What follows belongs to an exercise in optimizing a design on an open flow for small area, a short achievable clock period and few clock cycles; a production flow would make more cautious choices. Function was checked by simulation only, so behaviour that the tests miss may differ from the original. No driver is modelled on the clock port, so clock power and skew are understated where the tree is cut down; a real chip needs a root buffer or a tree. Power figures rest on the tool's default switching activity, not on a simulated workload.

==> inputs of run Z <==
// bnn_conv_engine
module bnn_conv_engine
#(
    parameter int                DATA_W   = 16,
    parameter int                ADDR_W   = 12,
    parameter int                NUM_FILT = 4,
    parameter logic [DATA_W-1:0] END_MARK = DATA_W'(END_MARK_DEF)
) (
    input  logic              clk,
    input  logic              reset,
    input  logic              run,
    input  logic [3:0]        cfg_thresh,
    output logic              busy,
    output logic              done,
    output logic              err,
    output logic [ADDR_W-1:0] dut_sram_read_address,
    input  logic [DATA_W-1:0] sram_dut_read_data,
    output logic [ADDR_W-1:0] dut_sram_write_address,
    output logic [DATA_W-1:0] dut_sram_write_data,
    output logic              wr_enable,
    output logic [ADDR_W-1:0] dut_wmem_read_address,
    input  logic [DATA_W-1:0] wmem_dut_read_data
);
export LEC_CHECK = 0
export CAP_MARGIN = 20
export CORE_MARGIN = 2
export CORE_UTILIZATION = 40
export SETUP_SLACK_MARGIN = 4.0
export SLEW_MARGIN = 20
create_clock -name core_clock -period 6.0 [get_ports {clk}]
standard.sh (not shown) runs the stock make flow with config.mk's settings and CLKGATE_MAP_FILE= SYNTH_SCRIPT=/design/flow/synth_recipe.tcl, a recipe that flattens the netlist after the stock synthesis.
==> flow/flow/run.sh <==
#!/bin/bash
set -euo pipefail
export BUFFER_PORTS_ARGS="-buffer_cell sky130_fd_sc_hd__buf_2"
export PRE_CTS_TCL="$PWD/flow/clock_tree.tcl"
bash standard.sh > flow.log 2>&1
==> flow/flow/clock_tree.tcl <==
# Sourced by ORFS's cts.tcl as PRE_CTS_TCL, in place of TritonCTS: a two-level clock
# tree. The flip-flops are split by position into 2^LEAF_LEVELS equal groups
# (recursive halving, alternating x and y); each group's clock pins are driven by
# one leaf buffer at the group's centre. The leaves are split the same way into
# 2^ROOT_LEVELS groups, each driven by one root buffer at its centre, and the
# clock port drives the root buffers. Every flip-flop sees the same two buffer
# stages. detailed_placement in cts.tcl then legalizes the new buffers.
set root_levels 2
set leaf_levels 3
set root_cell sky130_fd_sc_hd__clkbuf_16
set leaf_cell sky130_fd_sc_hd__clkbuf_16

set block [ord::get_db_block]
set db [ord::get_db]
set clk_net [$block findNet clk]

# items: {x y payload}; returns 2^levels groups of about equal size.
proc ct_split {items levels axis} {
  if {$levels == 0} { return [list $items] }
  set s [lsort -integer -index $axis $items]
  set h [expr {[llength $s] / 2}]
  set next [expr {1 - $axis}]
  return [concat [ct_split [lrange $s 0 [expr {$h - 1}]] [expr {$levels - 1}] $next] \
                 [ct_split [lrange $s $h end] [expr {$levels - 1}] $next]]
}

proc ct_centre {items} {
  set sx 0
  set sy 0
  foreach it $items {
    set sx [expr {$sx + [lindex $it 0]}]
    set sy [expr {$sy + [lindex $it 1]}]
  }
  set n [llength $items]
  return [list [expr {$sx / $n}] [expr {$sy / $n}]]
}

# Drives the pins (dbITerms) in items' payloads from a new buffer at their centre;
# returns {x y buffer}.
proc ct_buffer {name master items in_net} {
  set block [ord::get_db_block]
  set c [ct_centre $items]
  set buf [odb::dbInst_create $block $master $name]
  set net [odb::dbNet_create $block "${name}_net"]
  $net setSigType CLOCK
  [$buf findITerm A] connect $in_net
  [$buf findITerm X] connect $net
  foreach it $items {
    set p [lindex $it 2]
    $p disconnect
    $p connect $net
  }
  $buf setLocation [lindex $c 0] [lindex $c 1]
  $buf setPlacementStatus PLACED
  return [list [lindex $c 0] [lindex $c 1] $buf]
}

set sinks {}
foreach it [$clk_net getITerms] {
  set bb [[$it getInst] getBBox]
  lappend sinks [list [expr {([$bb xMin] + [$bb xMax]) / 2}] [expr {([$bb yMin] + [$bb yMax]) / 2}] $it]
}
puts "clock_tree.tcl: [llength $sinks] clock sinks"

set leaf_master [$db findMaster $leaf_cell]
set root_master [$db findMaster $root_cell]
set leaves {}
set k 0
foreach g [ct_split $sinks $leaf_levels 0] {
  set leaf [ct_buffer "clkbuf_leaf_$k" $leaf_master $g $clk_net]
  puts "clock_tree.tcl: clkbuf_leaf_$k at ([lindex $leaf 0], [lindex $leaf 1]) drives [llength $g] sinks"
  lappend leaves [list [lindex $leaf 0] [lindex $leaf 1] [[lindex $leaf 2] findITerm A]]
  incr k
}
set k 0
foreach g [ct_split $leaves $root_levels 0] {
  set root [ct_buffer "clkbuf_root_$k" $root_master $g $clk_net]
  puts "clock_tree.tcl: clkbuf_root_$k at ([lindex $root 0], [lindex $root 1]) drives [llength $g] leaves"
  incr k
}

# The flow's own clock tree step is replaced by the tree above.
proc clock_tree_synthesis {args} {
  puts "clock_tree_synthesis skipped: clock tree built by clock_tree.tcl"
}
set_propagated_clock [all_clocks]
==> inputs of run X, as changes to run Z <==
--- a/flow/design.v
+++ b/flow/design.v
@@ -52,21 +52,21 @@
     input  logic [OUT_W-1:0]  pop_s1b,
     input  logic [OUT_W-1:0]  pop_c2,
     input  logic [POP_W-1:0]  thresh,
     output logic [OUT_W-1:0]  out_row
 );
     always_comb begin
-        logic [POP_W-1:0] pop, gt, ge;
+        logic [POP_W-1:0] pop, gt, eq;
         for (int j = 0; j < OUT_W; j++) begin
             pop[0] = pop_s0[j];
             pop[1] = pop_c1a[j] ^ pop_s1b[j];
             pop[2] = pop_c2[j] ^ (pop_c1a[j] & pop_s1b[j]);
             pop[3] = pop_c2[j] & pop_c1a[j] & pop_s1b[j];
             gt = pop & ~thresh;
-            ge = pop | ~thresh;
-            out_row[j] = gt[3] | (ge[3] & (gt[2] | (ge[2] & (gt[1] | (ge[1] & gt[0])))));
+            eq = pop ~^ thresh;
+            out_row[j] = gt[3] | (eq[3] & (gt[2] | (eq[2] & (gt[1] | (eq[1] & gt[0])))));
         end
     end
 endmodule
 import bnn_pkg::*;
 module bnn_conv_engine
 #(
@@ -90,18 +90,16 @@
     output logic [ADDR_W-1:0] dut_wmem_read_address,
     input  logic [DATA_W-1:0] wmem_dut_read_data
 );
     logic [2:0]         state_q;
     logic [1:0]         next_q;          
     logic               busy_q, done_q, err_q;
-    logic               hdr_term_q;      
-    logic               hdr_bad_q;       
     logic [ADDR_W-1:0]  rd_addr_q;
     logic [1:0]         wm_addr_q;       
     logic [3:0]         rows_left_q;     
-    logic [3:0]         n_q;             
+    logic [3:0]         ncol_q;          
     logic [POP_W-1:0]   thresh_q;
     logic [DATA_W-1:0]  row_n2_q, row_n1_q, row_n_q;
     logic [WIN_W-1:0]   weight_q;
     logic               pop_vld_q;       
     logic [OUT_W-1:0]   pop_s0_q, pop_c1a_q, pop_s1b_q, pop_c2_q;
     logic               wr_en_q;
@@ -118,13 +116,13 @@
     assign hdr_end      = (rdata == END_MARK);
     assign hdr_bad      = (rdata < DATA_W'(MIN_N)) || (rdata > DATA_W'(DATA_W));
     assign unused_wbits = ^wmem_dut_read_data[DATA_W-1:WIN_W];
     assign conv     = (state_q == ST_CONV);
     assign ph2      = conv && (wm_addr_q == 2'd0);
     assign ph3      = conv && (wm_addr_q == 2'd1);
-    assign last_row = (rows_left_q == 4'd3);
+    assign last_row = (rows_left_q == 4'd1);
     assign shift    = (state_q == ST_F0) || (state_q == ST_F1) || (state_q == ST_F2) || ph3;
     bnn_row_pop #(.DATA_W(DATA_W)) u_row_pop (
         .row_n2  (row_n2_q),
         .row_n1  (row_n1_q),
         .row_n   (row_n_q),
         .weight  (weight_q),
@@ -139,13 +137,13 @@
         .pop_s1b (pop_s1b_q),
         .pop_c2  (pop_c2_q),
         .thresh  (thresh_q),
         .out_row (conv_row)
     );
     always_comb begin
-        for (int j = 0; j < OUT_W; j++) col_mask[j] = (n_q == 4'd0) || (4'(j + 2) < n_q);
+        for (int j = 0; j < OUT_W; j++) col_mask[j] = (4'(j) < ncol_q);
     end
     always_ff @(posedge clk) begin
         if (reset) begin
             state_q   <= ST_IDLE;
             busy_q    <= 1'b0;
             done_q    <= 1'b0;
@@ -168,24 +166,24 @@
                         err_q     <= 1'b0;
                         rd_addr_q <= ADDR_W'(1);
                         state_q   <= ST_HDR;
                     end
                 end
                 ST_HDR: begin
-                    rd_addr_q <= rd_addr_q + ADDR_W'(1);
-                    state_q   <= ST_F0;
-                end
-                ST_F0: begin
-                    rd_addr_q <= rd_addr_q + ADDR_W'(1);
-                    if (hdr_term_q) begin
-                        err_q   <= hdr_bad_q;
+                    if (hdr_end || hdr_bad) begin
+                        err_q   <= !hdr_end;
                         done_q  <= 1'b1;
                         state_q <= ST_IDLE;
                     end else begin
-                        state_q <= ST_F1;
+                        rd_addr_q <= rd_addr_q + ADDR_W'(1);
+                        state_q   <= ST_F0;
                     end
+                end
+                ST_F0: begin
+                    rd_addr_q <= rd_addr_q + ADDR_W'(1);
+                    state_q   <= ST_F1;
                 end
                 ST_F1: begin
                     rd_addr_q <= rd_addr_q + ADDR_W'(1);
                     wm_addr_q <= 2'd1;
                     state_q   <= ST_F2;
                 end
@@ -194,13 +192,13 @@
                     state_q   <= ST_CONV;
                 end
                 ST_CONV: begin
                     wm_addr_q <= wm_addr_q + 2'd1;
                     if (last_row ? (wm_addr_q != 2'd2) : ph3)
                         rd_addr_q <= rd_addr_q + ADDR_W'(1);
-                    if (ph2) err_q <= hdr_bad_q;
+                    if (ph2) err_q <= hdr_bad && !hdr_end;
                     if (ph3) begin
                         case (next_q)
                             NX_IMG: begin
                                 wm_addr_q <= 2'd0;
                                 state_q   <= ST_F1;
                             end
@@ -216,23 +214,21 @@
                 end
                 default: state_q <= ST_IDLE;
             endcase
         end
     end
     always_ff @(posedge clk) begin
-        hdr_term_q <= hdr_end || hdr_bad;
-        hdr_bad_q  <= hdr_bad && !hdr_end;
         if (state_q == ST_IDLE && run) thresh_q <= cfg_thresh;
         if (ph2) begin
-            if (!last_row)       next_q <= NX_ROW;
-            else if (hdr_term_q) next_q <= NX_END;
-            else                 next_q <= NX_IMG;
-        end
-        if (state_q == ST_HDR || (ph2 && last_row)) rows_left_q <= rdata[3:0];
+            if (!last_row)              next_q <= NX_ROW;
+            else if (hdr_end || hdr_bad) next_q <= NX_END;
+            else                        next_q <= NX_IMG;
+        end
+        if (state_q == ST_HDR || (ph2 && last_row)) rows_left_q <= 4'(rdata - DATA_W'(2));
         else if (ph2)                               rows_left_q <= rows_left_q - 4'd1;
-        if (state_q == ST_F1) n_q <= rows_left_q;
+        if (state_q == ST_F1) ncol_q <= rows_left_q;
         if (shift) begin
             row_n2_q <= row_n1_q;
             row_n1_q <= row_n_q;
             row_n_q  <= rdata;
         end
         weight_q  <= wmem_dut_read_data[WIN_W-1:0];
==> flow/run.sh (new file) <==
#!/bin/bash
# synth_recipe.tcl (not shown) runs the flow's synth.tcl, then flattens the netlist and writes it again
# the make line also repeats each setting of config.mk as NAME=value (left out here)
make -C /OpenROAD-flow-scripts/flow DESIGN_CONFIG=/design/flow/config.mk WORK_HOME=/design/flow/orfs CLKGATE_MAP_FILE= SYNTH_SCRIPT=/design/flow/synth_recipe.tcl finish
SETUP_SLACK_MARGIN = unset   (was 4.0)
removed: flow/flow/run.sh
removed: flow/flow/clock_tree.tcl
removed: flow/standard.sh
==> inputs of run A, as changes to run Z <==
--- a/flow/design.v
+++ b/flow/design.v
@@ -1,15 +1,16 @@
 package bnn_pkg;
-    localparam logic [2:0] ST_IDLE = 3'd0;
-    localparam logic [2:0] ST_HDR  = 3'd1;
-    localparam logic [2:0] ST_F0   = 3'd2;
-    localparam logic [2:0] ST_F1   = 3'd3;
-    localparam logic [2:0] ST_F2   = 3'd4;
-    localparam logic [2:0] ST_CONV = 3'd5;
-    localparam logic [2:0] ST_FIN1 = 3'd6;
-    localparam logic [2:0] ST_FIN  = 3'd7;
+    localparam logic [3:0] ST_IDLE = 4'd0;
+    localparam logic [3:0] ST_S1   = 4'd1;    
+    localparam logic [3:0] ST_S2   = 4'd2;    
+    localparam logic [3:0] ST_S3   = 4'd3;
+    localparam logic [3:0] ST_F1   = 4'd4;    
+    localparam logic [3:0] ST_F2   = 4'd5;
+    localparam logic [3:0] ST_CONV = 4'd6;
+    localparam logic [3:0] ST_FIN1 = 4'd7;    
+    localparam logic [3:0] ST_FIN  = 4'd8;    
     localparam logic [1:0] NX_ROW = 2'd0;    
     localparam logic [1:0] NX_IMG = 2'd1;    
     localparam logic [1:0] NX_END = 2'd2;    
     localparam int MIN_N = 3;
     localparam int POP_W = 4;
     localparam int WIN_W = 9;
@@ -87,15 +88,16 @@
     output logic [ADDR_W-1:0] dut_sram_write_address,
     output logic [DATA_W-1:0] dut_sram_write_data,
     output logic              wr_enable,
     output logic [ADDR_W-1:0] dut_wmem_read_address,
     input  logic [DATA_W-1:0] wmem_dut_read_data
 );
-    logic [2:0]         state_q;
+    logic [3:0]         state_q;
     logic [1:0]         next_q;          
     logic               busy_q, done_q, err_q;
+    logic               first_q;         
     logic               hdr_term_q;      
     logic               hdr_bad_q;       
     logic [ADDR_W-1:0]  rd_addr_q;
     logic [1:0]         wm_addr_q;       
     logic [3:0]         rows_left_q;     
     logic [3:0]         n_q;             
@@ -106,26 +108,30 @@
     logic [OUT_W-1:0]   pop_s0_q, pop_c1a_q, pop_s1b_q, pop_c2_q;
     logic               wr_en_q;
     logic [ADDR_W-1:0]  wr_addr_q;
     logic [OUT_W-1:0]   wr_data_q;
     logic [DATA_W-1:0]  rdata;
     logic               hdr_end, hdr_bad;
-    logic               conv, ph2, ph3, last_row, shift;
+    logic               conv, ph0, ph1, ph2, ph3, last_row, shift, abort;
     logic [OUT_W-1:0]   pop_s0, pop_c1a, pop_s1b, pop_c2;
     logic [OUT_W-1:0]   conv_row;
     logic [OUT_W-1:0]   col_mask;
     logic               unused_wbits;
     assign rdata        = sram_dut_read_data;
     assign hdr_end      = (rdata == END_MARK);
     assign hdr_bad      = (rdata < DATA_W'(MIN_N)) || (rdata > DATA_W'(DATA_W));
     assign unused_wbits = ^wmem_dut_read_data[DATA_W-1:WIN_W];
     assign conv     = (state_q == ST_CONV);
+    assign ph0      = conv && (wm_addr_q == 2'd2);
+    assign ph1      = conv && (wm_addr_q == 2'd3);
     assign ph2      = conv && (wm_addr_q == 2'd0);
     assign ph3      = conv && (wm_addr_q == 2'd1);
     assign last_row = (rows_left_q == 4'd3);
-    assign shift    = (state_q == ST_F0) || (state_q == ST_F1) || (state_q == ST_F2) || ph3;
+    assign shift    = (state_q == ST_S1) || (state_q == ST_S2) || (state_q == ST_S3) ||
+                      (state_q == ST_F1) || (state_q == ST_F2) || ph3;
+    assign abort    = first_q && ph1 && hdr_term_q;
     bnn_row_pop #(.DATA_W(DATA_W)) u_row_pop (
         .row_n2  (row_n2_q),
         .row_n1  (row_n1_q),
         .row_n   (row_n_q),
         .weight  (weight_q),
         .pop_s0  (pop_s0),
@@ -147,45 +153,45 @@
     always_ff @(posedge clk) begin
         if (reset) begin
             state_q   <= ST_IDLE;
             busy_q    <= 1'b0;
             done_q    <= 1'b0;
             err_q     <= 1'b0;
-            rd_addr_q <= '0;
+            rd_addr_q <= ADDR_W'(1);
             wm_addr_q <= '0;
             pop_vld_q <= 1'b0;
             wr_en_q   <= 1'b0;
         end else begin
             done_q    <= 1'b0;
-            pop_vld_q <= conv;
-            wr_en_q   <= pop_vld_q;
+            pop_vld_q <= conv && !abort;
+            wr_en_q   <= pop_vld_q && !abort;
             wm_addr_q <= '0;
             case (state_q)
                 ST_IDLE: begin
                     busy_q    <= 1'b0;
-                    rd_addr_q <= '0;
+                    rd_addr_q <= ADDR_W'(1);
                     if (run) begin
                         busy_q    <= 1'b1;
                         err_q     <= 1'b0;
-                        rd_addr_q <= ADDR_W'(1);
-                        state_q   <= ST_HDR;
+                        rd_addr_q <= ADDR_W'(2);
+                        state_q   <= ST_S1;
                     end
                 end
-                ST_HDR: begin
-                    rd_addr_q <= rd_addr_q + ADDR_W'(1);
-                    state_q   <= ST_F0;
-                end
-                ST_F0: begin
-                    rd_addr_q <= rd_addr_q + ADDR_W'(1);
-                    if (hdr_term_q) begin
-                        err_q   <= hdr_bad_q;
-                        done_q  <= 1'b1;
-                        state_q <= ST_IDLE;
-                    end else begin
-                        state_q <= ST_F1;
-                    end
+                ST_S1: begin
+                    rd_addr_q <= ADDR_W'(3);
+                    state_q   <= ST_S2;
+                end
+                ST_S2: begin
+                    rd_addr_q <= ADDR_W'(0);
+                    wm_addr_q <= 2'd1;
+                    state_q   <= ST_S3;
+                end
+                ST_S3: begin
+                    rd_addr_q <= ADDR_W'(4);
+                    wm_addr_q <= 2'd2;
+                    state_q   <= ST_CONV;
                 end
                 ST_F1: begin
                     rd_addr_q <= rd_addr_q + ADDR_W'(1);
                     wm_addr_q <= 2'd1;
                     state_q   <= ST_F2;
                 end
@@ -194,12 +200,18 @@
                     state_q   <= ST_CONV;
                 end
                 ST_CONV: begin
                     wm_addr_q <= wm_addr_q + 2'd1;
                     if (last_row ? (wm_addr_q != 2'd2) : ph3)
                         rd_addr_q <= rd_addr_q + ADDR_W'(1);
+                    if (abort) begin
+                        err_q     <= hdr_bad_q;
+                        done_q    <= 1'b1;
+                        rd_addr_q <= ADDR_W'(1);
+                        state_q   <= ST_IDLE;
+                    end
                     if (ph2) err_q <= hdr_bad_q;
                     if (ph3) begin
                         case (next_q)
                             NX_IMG: begin
                                 wm_addr_q <= 2'd0;
                                 state_q   <= ST_F1;
@@ -207,32 +219,33 @@
                             NX_END:  state_q <= ST_FIN1;
                             default: ;
                         endcase
                     end
                 end
                 ST_FIN1: state_q <= ST_FIN;
-                ST_FIN: begin
-                    done_q  <= 1'b1;
-                    state_q <= ST_IDLE;
-                end
+                ST_FIN:  state_q <= ST_IDLE;
                 default: state_q <= ST_IDLE;
             endcase
+            if (state_q == ST_FIN) done_q <= 1'b1;
         end
     end
     always_ff @(posedge clk) begin
         hdr_term_q <= hdr_end || hdr_bad;
         hdr_bad_q  <= hdr_bad && !hdr_end;
         if (state_q == ST_IDLE && run) thresh_q <= cfg_thresh;
         if (ph2) begin
             if (!last_row)       next_q <= NX_ROW;
             else if (hdr_term_q) next_q <= NX_END;
             else                 next_q <= NX_IMG;
         end
-        if (state_q == ST_HDR || (ph2 && last_row)) rows_left_q <= rdata[3:0];
+        if (state_q == ST_S3)      first_q <= 1'b1;
+        else if (ph1)              first_q <= 1'b0;
+        if ((first_q && ph0) || (ph2 && last_row)) rows_left_q <= rdata[3:0];
         else if (ph2)                               rows_left_q <= rows_left_q - 4'd1;
-        if (state_q == ST_F1) n_q <= rows_left_q;
+        if (first_q && ph0)        n_q <= rdata[3:0];
+        else if (state_q == ST_F1) n_q <= rows_left_q;
         if (shift) begin
             row_n2_q <= row_n1_q;
             row_n1_q <= row_n_q;
             row_n_q  <= rdata;
         end
         weight_q  <= wmem_dut_read_data[WIN_W-1:0];
==> qor summary <==
                                                                    run X           run Z           run A
Outcome                                                    finished clean  finished clean  finished clean
Worst Hold Margin                                                0.443 ns        0.441 ns        0.477 ns
Switching portion of total power                                    0.262           0.295           0.339
Share of the synthesized area in the top cell type                  0.232           0.233           0.238
Vias in the first global route                                       5794            6416            6335
Number of flip-flops and latches                                      175             177             179
Worst Clk Skew                                                 0.00971 ns      0.00857 ns       0.0196 ns
Via density per instance                                             4.50            4.85            4.81
Highest metal used                                                   met4            met5            met5
Total Die Area                                               0.0256 sq mm    0.0259 sq mm    0.0259 sq mm
Multiplexer share of the synthesized area                          0.0135         0.00634          0.0131
Hold path start                                                 pop_vld_q       pop_vld_q      row_n_q[0]
Clock share of power                                                0.350           0.234           0.184
Sequential logic power                                            1.43 mW         1.54 mW         1.80 mW
Depth of the worst register-to-register path                            4               6               3
Diodes inserted                                                         0               0               3
Height of the chip                                                 160 um          161 um          161 um
Total routed wire length on the met1 layer                        8.76 mm         9.35 mm         9.13 mm
Starting density of the core                                        0.404           0.407           0.406
NetSw                                                            0.802 mW        0.892 mW         1.31 mW
Final weighted congestion in routability-driven placement           0.795           0.816           0.797
Wire length of the first global-routing pass                      29.7 mm         32.8 mm         32.0 mm
Iteration-0 DRC count of the detailed router                          226             193             263
Area fraction in compound gates after synthesis                    0.0582           0.105          0.0901
Inverters excl. clock                                                  71              84              77
Met2 global-route usage                                             0.231           0.260           0.257
X dimension of the die                                             160 um          161 um          161 um
Testbench counts of run Z, summed over its fixed seeds: cycles 8,908.
Testbench counts of run X, summed over its fixed seeds: cycles 8,908.
Testbench counts of run A, summed over its fixed seeds: cycles 8,812.
In run Z and run A the design's own scripts or RTL, not TritonCTS, make the clock network.

[re-timing with driven ports]
No port has a modelled driver above. Below, the same layouts with a new extraction and two added sets of constraints.
Step 1 (the two cells are an assumption about what drives the block):
set clk [get_ports {clk}]
set_driving_cell -lib_cell sky130_fd_sc_hd__clkbuf_16 $clk
set_driving_cell -lib_cell sky130_fd_sc_hd__buf_2 [delete_from_list [all_inputs] $clk]
Step 2 also shifts input and output timing later by t, the mid clock arrival at the registers, as if the neighbouring blocks saw the same clock.
Slacks: ideal ports / drivers / drivers and shift; pairs: ideal ports / drivers.
run | t (ns) | slack for setup (ns) | worst setup path after step 2
run Z | 0.368 | 4.005 / 3.915 / 3.742 | input to register
run X | 0.467 | 2.832 / 2.853 / 2.386 | input to register
run A | 0.376 | 4.014 / 3.918 / 3.779 | input to register
After both steps setup and hold are still met in every run listed. For run X, which loses most, drivers alone change the setup slack by +0.021 ns; drivers and shift together by -0.446 ns.
